Background: an optimization exercise with open tools, aiming at small area. Do not read the settings as production practice. Only simulation tests tie the RTL to the original design; equivalence was not proved. Power and IR drop assume default switching activity.

==> inputs of wip/lagoon <==
==> flow/design.v <==
`default_nettype none
package scm_pkg;
  localparam int SCM_ADDR_WIDTH = 6;
  localparam int SCM_DATA_WIDTH = 64;
  localparam int NUM_ROWS       = 2 ** SCM_ADDR_WIDTH;
endpackage
`default_nettype wire
`default_nettype none
module scm_row_en (
  input  logic EN,
  input  logic TE,
  output logic WEN,
  output logic WEN_N
);
  assign WEN   = EN | TE;
  assign WEN_N = ~(EN | TE);
endmodule
module scm_bit_nxt (
  input  logic Q,
  input  logic D,
  input  logic WEN,
  input  logic WEN_N,
  output logic NXT
);
  assign NXT = (Q | WEN) & (D | WEN_N);
endmodule
module scm_rd3 (
  input  logic A0, S0,
  input  logic A1, S1,
  input  logic A2, S2,
  output logic Y_N
);
  assign Y_N = ~((A0 & S0) | (A1 & S1) | (A2 & S2));
endmodule
`default_nettype wire
`default_nettype none
module scm_65 #(
  parameter int ADDR_WIDTH = scm_pkg::SCM_ADDR_WIDTH,
  parameter int DATA_WIDTH = scm_pkg::SCM_DATA_WIDTH
) (
  input  logic                  CLK,
  input  logic                  RST_N,
  input  logic [DATA_WIDTH-1:0] DIN,
  input  logic [ADDR_WIDTH-1:0] RADDR,
  input  logic                  RE,
  input  logic                  SE,
  input  logic [ADDR_WIDTH-1:0] WADDR,
  input  logic                  WE,
  output logic [DATA_WIDTH-1:0] DOUT
);
  localparam int ROWS  = 2 ** ADDR_WIDTH;
  localparam int TERMS = ROWS + 1;
  localparam int GRPS  = (TERMS + 2) / 3;
  logic [DATA_WIDTH-1:0]             r_dout;
  logic [3*GRPS-1:0][DATA_WIDTH-1:0] w_term;
  logic [3*GRPS-1:0]                 w_tsel;
  logic [GRPS-1:0][DATA_WIDTH-1:0]   w_grp_n;
  logic [DATA_WIDTH-1:0]             w_rd_data;
  generate
    for (genvar i = 0; i < ROWS; i++) begin : g_row
      logic                  w_en;
      logic                  w_en_n;
      logic [DATA_WIDTH-1:0] w_nxt;
      logic [DATA_WIDTH-1:0] r_row;
      scm_row_en u_en (
        .EN    (WE && (WADDR == ADDR_WIDTH'(i))),
        .TE    (SE),
        .WEN   (w_en),
        .WEN_N (w_en_n)
      );
      for (genvar b = 0; b < DATA_WIDTH; b++) begin : g_bit
        scm_bit_nxt u_nxt (
          .Q     (r_row[b]),
          .D     (DIN[b]),
          .WEN   (w_en),
          .WEN_N (w_en_n),
          .NXT   (w_nxt[b])
        );
      end
      always_ff @(posedge CLK) begin
        r_row <= w_nxt;
      end
      assign w_term[i] = r_row;
      assign w_tsel[i] = RE && (RADDR == ADDR_WIDTH'(i));
    end
    for (genvar i = ROWS; i < 3 * GRPS; i++) begin : g_pad
      assign w_term[i] = (i == ROWS) ? r_dout : '0;
      assign w_tsel[i] = (i == ROWS) ? !RE : 1'b0;
    end
    for (genvar g = 0; g < GRPS; g++) begin : g_grp
      for (genvar b = 0; b < DATA_WIDTH; b++) begin : g_bit
        scm_rd3 u_rd (
          .A0  (w_term[3*g][b]),   .S0 (w_tsel[3*g]),
          .A1  (w_term[3*g+1][b]), .S1 (w_tsel[3*g+1]),
          .A2  (w_term[3*g+2][b]), .S2 (w_tsel[3*g+2]),
          .Y_N (w_grp_n[g][b])
        );
      end
    end
  endgenerate
  always_comb begin
    w_rd_data = '0;
    for (int g = 0; g < GRPS; g++)
      w_rd_data = w_rd_data | ~w_grp_n[g];
  end
  always_ff @(posedge CLK or negedge RST_N) begin
    if (!RST_N) r_dout <= '0;
    else        r_dout <= w_rd_data;
  end
  assign DOUT = r_dout;
endmodule
`default_nettype wire
==> flow/run.sh <==
#!/bin/bash
# synth_recipe.tcl (not shown) runs the flow's synth.tcl, then flattens the netlist and writes it again
# the make line also repeats each setting of config.mk as NAME=value (left out here)
make -C /OpenROAD-flow-scripts/flow DESIGN_CONFIG=/design/flow/config.mk WORK_HOME=/design/flow/orfs CLKGATE_MAP_FILE= SYNTH_SCRIPT=/design/flow/synth_recipe.tcl finish
==> flow/config.mk <==
export PLATFORM = sky130hd
export DESIGN_NAME = scm_65
export DESIGN_NICKNAME = scm_65
export VERILOG_FILES = /design/flow/design.v
export SDC_FILE = /design/flow/constraint.sdc
export NUM_CORES = 4
export LEC_CHECK = 0
export CAP_MARGIN = 20
export CORE_MARGIN = 2
export CORE_UTILIZATION = 40
export SLEW_MARGIN = 20
export SYNTH_HIERARCHICAL = 1
==> flow/constraint.sdc <==
create_clock -name core_clock -period 4.5 [get_ports {CLK}]
set_input_delay 0.9000 -clock core_clock [delete_from_list [all_inputs] [get_ports {CLK}]]
set_output_delay 0.9000 -clock core_clock [all_outputs]
set_load 0.01 [all_outputs]
==> wip/indigo: changes against wip/lagoon <==
==> flow/design.v (replaced) <==
`default_nettype none
package scm_pkg;
  localparam int SCM_ADDR_WIDTH = 6;
  localparam int SCM_DATA_WIDTH = 64;
  localparam int NUM_ROWS       = 2 ** SCM_ADDR_WIDTH;
endpackage
`default_nettype wire
`default_nettype none
module scm_row_en (
  input  logic EN,
  input  logic TE,
  output logic WEN
);
  assign WEN = EN | TE;
endmodule
`default_nettype wire
`default_nettype none
module scm_65 #(
  parameter int ADDR_WIDTH = scm_pkg::SCM_ADDR_WIDTH,
  parameter int DATA_WIDTH = scm_pkg::SCM_DATA_WIDTH
) (
  input  logic                  CLK,
  input  logic                  RST_N,
  input  logic [DATA_WIDTH-1:0] DIN,
  input  logic [ADDR_WIDTH-1:0] RADDR,
  input  logic                  RE,
  input  logic                  SE,
  input  logic [ADDR_WIDTH-1:0] WADDR,
  input  logic                  WE,
  output logic [DATA_WIDTH-1:0] DOUT
);
  localparam int ROWS = 2 ** ADDR_WIDTH;
  logic [DATA_WIDTH-1:0]           r_din;
  logic [ADDR_WIDTH-1:0]           r_waddr;
  logic                            r_we;
  logic                            r_se;
  logic [DATA_WIDTH-1:0]           r_dout;
  logic [ROWS-1:0][DATA_WIDTH-1:0] w_rows;
  logic                            w_fwd;
  logic [DATA_WIDTH-1:0]           w_rd_data;
  always_ff @(posedge CLK or negedge RST_N) begin
    if (!RST_N) begin
      r_din   <= '0;
      r_waddr <= '0;
      r_we    <= 1'b0;
      r_se    <= 1'b0;
    end else begin
      r_we <= WE;
      r_se <= SE;
      if (WE || SE) begin
        r_din   <= DIN;
        r_waddr <= WADDR;
      end
    end
  end
  generate
    for (genvar i = 0; i < ROWS; i++) begin : g_row
      logic                  w_en;
      logic [DATA_WIDTH-1:0] r_row;
      scm_row_en u_en (
        .EN   (r_we && (r_waddr == ADDR_WIDTH'(i))),
        .TE   (r_se),
        .WEN  (w_en)
      );
      always_ff @(posedge CLK) begin
        if (w_en) r_row <= r_din;
      end
      assign w_rows[i] = r_row;
    end
  endgenerate
  assign w_fwd     = r_se || (r_we && (r_waddr == RADDR));
  assign w_rd_data = w_fwd ? r_din : w_rows[RADDR];
  always_ff @(posedge CLK or negedge RST_N) begin
    if (!RST_N) begin
      r_dout <= '0;
    end else if (RE) begin
      r_dout <= w_rd_data;
    end
  end
  assign DOUT = r_dout;
endmodule
`default_nettype wire
--- a/flow/config.mk
+++ b/flow/config.mk
@@ -11,2 +11 @@
 export SLEW_MARGIN = 20
-export SYNTH_HIERARCHICAL = 1
==> wip/zinc: changes against wip/lagoon <==
--- a/flow/design.v
+++ b/flow/design.v
@@ -34,2 +34,33 @@
 endmodule
+module scm_rd2 (
+  input  logic A0, S0,
+  input  logic A1, S1,
+  output logic Y_N
+);
+  assign Y_N = ~((A0 & S0) | (A1 & S1));
+endmodule
+module scm_nand4 (
+  input  logic A, B, C, D,
+  output logic Y
+);
+  assign Y = ~(A & B & C & D);
+endmodule
+module scm_nand3 (
+  input  logic A, B, C,
+  output logic Y
+);
+  assign Y = ~(A & B & C);
+endmodule
+module scm_nand2 (
+  input  logic A, B,
+  output logic Y
+);
+  assign Y = ~(A & B);
+endmodule
+module scm_nor2 (
+  input  logic A, B,
+  output logic Y
+);
+  assign Y = ~(A | B);
+endmodule
 `default_nettype wire
@@ -54,4 +85,4 @@
   logic [DATA_WIDTH-1:0]             r_dout;
-  logic [3*GRPS-1:0][DATA_WIDTH-1:0] w_term;
-  logic [3*GRPS-1:0]                 w_tsel;
+  logic [TERMS-1:0][DATA_WIDTH-1:0]  w_term;
+  logic [TERMS-1:0]                  w_tsel;
   logic [GRPS-1:0][DATA_WIDTH-1:0]   w_grp_n;
@@ -85,14 +116,20 @@
     end
-    for (genvar i = ROWS; i < 3 * GRPS; i++) begin : g_pad
-      assign w_term[i] = (i == ROWS) ? r_dout : '0;
-      assign w_tsel[i] = (i == ROWS) ? !RE : 1'b0;
-    end
+    assign w_term[ROWS] = r_dout;
+    assign w_tsel[ROWS] = !RE;
     for (genvar g = 0; g < GRPS; g++) begin : g_grp
       for (genvar b = 0; b < DATA_WIDTH; b++) begin : g_bit
-        scm_rd3 u_rd (
-          .A0  (w_term[3*g][b]),   .S0 (w_tsel[3*g]),
-          .A1  (w_term[3*g+1][b]), .S1 (w_tsel[3*g+1]),
-          .A2  (w_term[3*g+2][b]), .S2 (w_tsel[3*g+2]),
-          .Y_N (w_grp_n[g][b])
-        );
+        if (3 * g + 2 < TERMS) begin : g_rd3
+          scm_rd3 u_rd (
+            .A0  (w_term[3*g][b]),   .S0 (w_tsel[3*g]),
+            .A1  (w_term[3*g+1][b]), .S1 (w_tsel[3*g+1]),
+            .A2  (w_term[3*g+2][b]), .S2 (w_tsel[3*g+2]),
+            .Y_N (w_grp_n[g][b])
+          );
+        end else begin : g_rd2
+          scm_rd2 u_rd (
+            .A0  (w_term[3*g][b]),   .S0 (w_tsel[3*g]),
+            .A1  (w_term[3*g+1][b]), .S1 (w_tsel[3*g+1]),
+            .Y_N (w_grp_n[g][b])
+          );
+        end
       end
@@ -100,7 +137,20 @@
   endgenerate
-  always_comb begin
-    w_rd_data = '0;
-    for (int g = 0; g < GRPS; g++)
-      w_rd_data = w_rd_data | ~w_grp_n[g];
-  end
+  generate
+    for (genvar b = 0; b < DATA_WIDTH; b++) begin : g_tree
+      logic [5:0] w_l1;
+      logic [2:0] w_l2_n;
+      for (genvar k = 0; k < 5; k++) begin : g_l1
+        scm_nand4 u_n4 (
+          .A (w_grp_n[4*k][b]),   .B (w_grp_n[4*k+1][b]),
+          .C (w_grp_n[4*k+2][b]), .D (w_grp_n[4*k+3][b]),
+          .Y (w_l1[k])
+        );
+      end
+      scm_nand2 u_n2 (.A (w_grp_n[20][b]), .B (w_grp_n[21][b]), .Y (w_l1[5]));
+      for (genvar k = 0; k < 3; k++) begin : g_l2
+        scm_nor2 u_o2 (.A (w_l1[2*k]), .B (w_l1[2*k+1]), .Y (w_l2_n[k]));
+      end
+      scm_nand3 u_n3 (.A (w_l2_n[0]), .B (w_l2_n[1]), .C (w_l2_n[2]), .Y (w_rd_data[b]));
+    end
+  endgenerate
   always_ff @(posedge CLK or negedge RST_N) begin
==> flow/flow/run.sh (new file) <==
#!/bin/bash
# Own layout flow: the standard layout (standard.sh) with these changes.
#  * Global placement and placement repair may not use the largest buffers
#    and inverters, which repair otherwise picks for the row and column nets
#    of the array (pre_place.tcl).
#  * Ports are buffered with buf_2 instead of the default delay buffer.
#  * CTS: no dummy loads, clkbuf_8 leaf buffers over clusters of up to 16
#    sinks within 60 um, clkbuf_4 above them.
# standard.sh's output goes to standard.log here; ORFS's own per-step logs
# stay under orfs/logs.
set -euo pipefail
here=$(cd "$(dirname "${BASH_SOURCE[0]}")" && pwd)
export PRE_GLOBAL_PLACE_TCL="$here/pre_place.tcl"
export PRE_RESIZE_TCL="$here/pre_place.tcl"
export BUFFER_PORTS_ARGS="-buffer_cell sky130_fd_sc_hd__buf_2"
export CTS_ARGS="-sink_clustering_enable -repair_clock_nets -dont_use_dummy_load -buf_list {sky130_fd_sc_hd__clkbuf_4 sky130_fd_sc_hd__clkbuf_8} -sink_clustering_buffer sky130_fd_sc_hd__clkbuf_8 -tree_buf sky130_fd_sc_hd__clkbuf_4 -sink_clustering_size 16 -sink_clustering_max_diameter 60"
bash standard.sh > standard.log 2>&1
==> flow/flow/pre_place.tcl (new file) <==
set_dont_use {sky130_fd_sc_hd__buf_6 sky130_fd_sc_hd__buf_8 sky130_fd_sc_hd__buf_12 sky130_fd_sc_hd__buf_16 sky130_fd_sc_hd__bufbuf_* sky130_fd_sc_hd__clkbuf_8 sky130_fd_sc_hd__clkbuf_16 sky130_fd_sc_hd__inv_6 sky130_fd_sc_hd__inv_8 sky130_fd_sc_hd__inv_12 sky130_fd_sc_hd__inv_16 sky130_fd_sc_hd__clkinv_8 sky130_fd_sc_hd__clkinv_16}
==> flow/standard.sh (new file) <==
#!/bin/bash
# synth_recipe.tcl (not shown) runs the flow's synth.tcl, then flattens the netlist and writes it again
# the make line also repeats each setting of config.mk as NAME=value (left out here)
make -C /OpenROAD-flow-scripts/flow DESIGN_CONFIG=/design/flow/config.mk WORK_HOME=/design/flow/orfs CLKGATE_MAP_FILE= SYNTH_SCRIPT=/design/flow/synth_recipe.tcl "${@:-finish}"
--- a/flow/config.mk
+++ b/flow/config.mk
@@ -10,2 +10,3 @@
 export CORE_UTILIZATION = 40
+export GPL_TIMING_DRIVEN = 1
 export SLEW_MARGIN = 20
removed: flow/run.sh
==> run notes <==
Core utilization, lowest first: wip/zinc, wip/indigo, wip/lagoon. wip/lagoon completed, yet does not pass: negative setup slack. wip/zinc ran to the end with no violations. wip/indigo finished clean. Register-to-register slack: wip/indigo < wip/lagoon < wip/zinc. Between wip/zinc and wip/indigo, the lower total power is in wip/zinc (gap 22%, measured against wip/indigo). Non-clock buffer count: wip/indigo < wip/lagoon < wip/zinc.

-- afterwards: timing with drivers on the ports --
In the flow no input, the clock included, has a driving cell. The finished layouts below were timed again as built, in two steps.
Step 1: set_driving_cell puts a clkbuf_16 on CLK and a buf_2 on each other input, an assumption about the parent block.
Step 2, shift: input delay + t, output delay - t, t = (earliest + latest rising clock arrival at the registers) / 2. This alone moves slack from input paths to output paths.
Slacks: ideal ports / drivers / drivers and shift; pairs: ideal ports / drivers.
run | shift t [ns] | setup WS [ns] | worst setup path at the end | worst register clock-pin slew, ns | worst data-port slew with drivers (ns)
wip/lagoon | 1.099 | -0.141 / -0.050 / -1.149 | input to register | 0.07 / 0.07 | 0.23
wip/indigo | 1.074 | 1.150 / 1.150 / 0.491 | input to register | 0.07 / 0.07 | 0.11
wip/zinc | 1.355 | 0.939 / 0.876 / -0.480 | input to register | 0.11 / 0.11 | 0.21
Met with ideal ports but missed after step 2: setup timing in wip/zinc. The setup slack of wip/zinc, which loses most, moves by -0.063 ns with the drivers and by -1.419 ns with both steps.
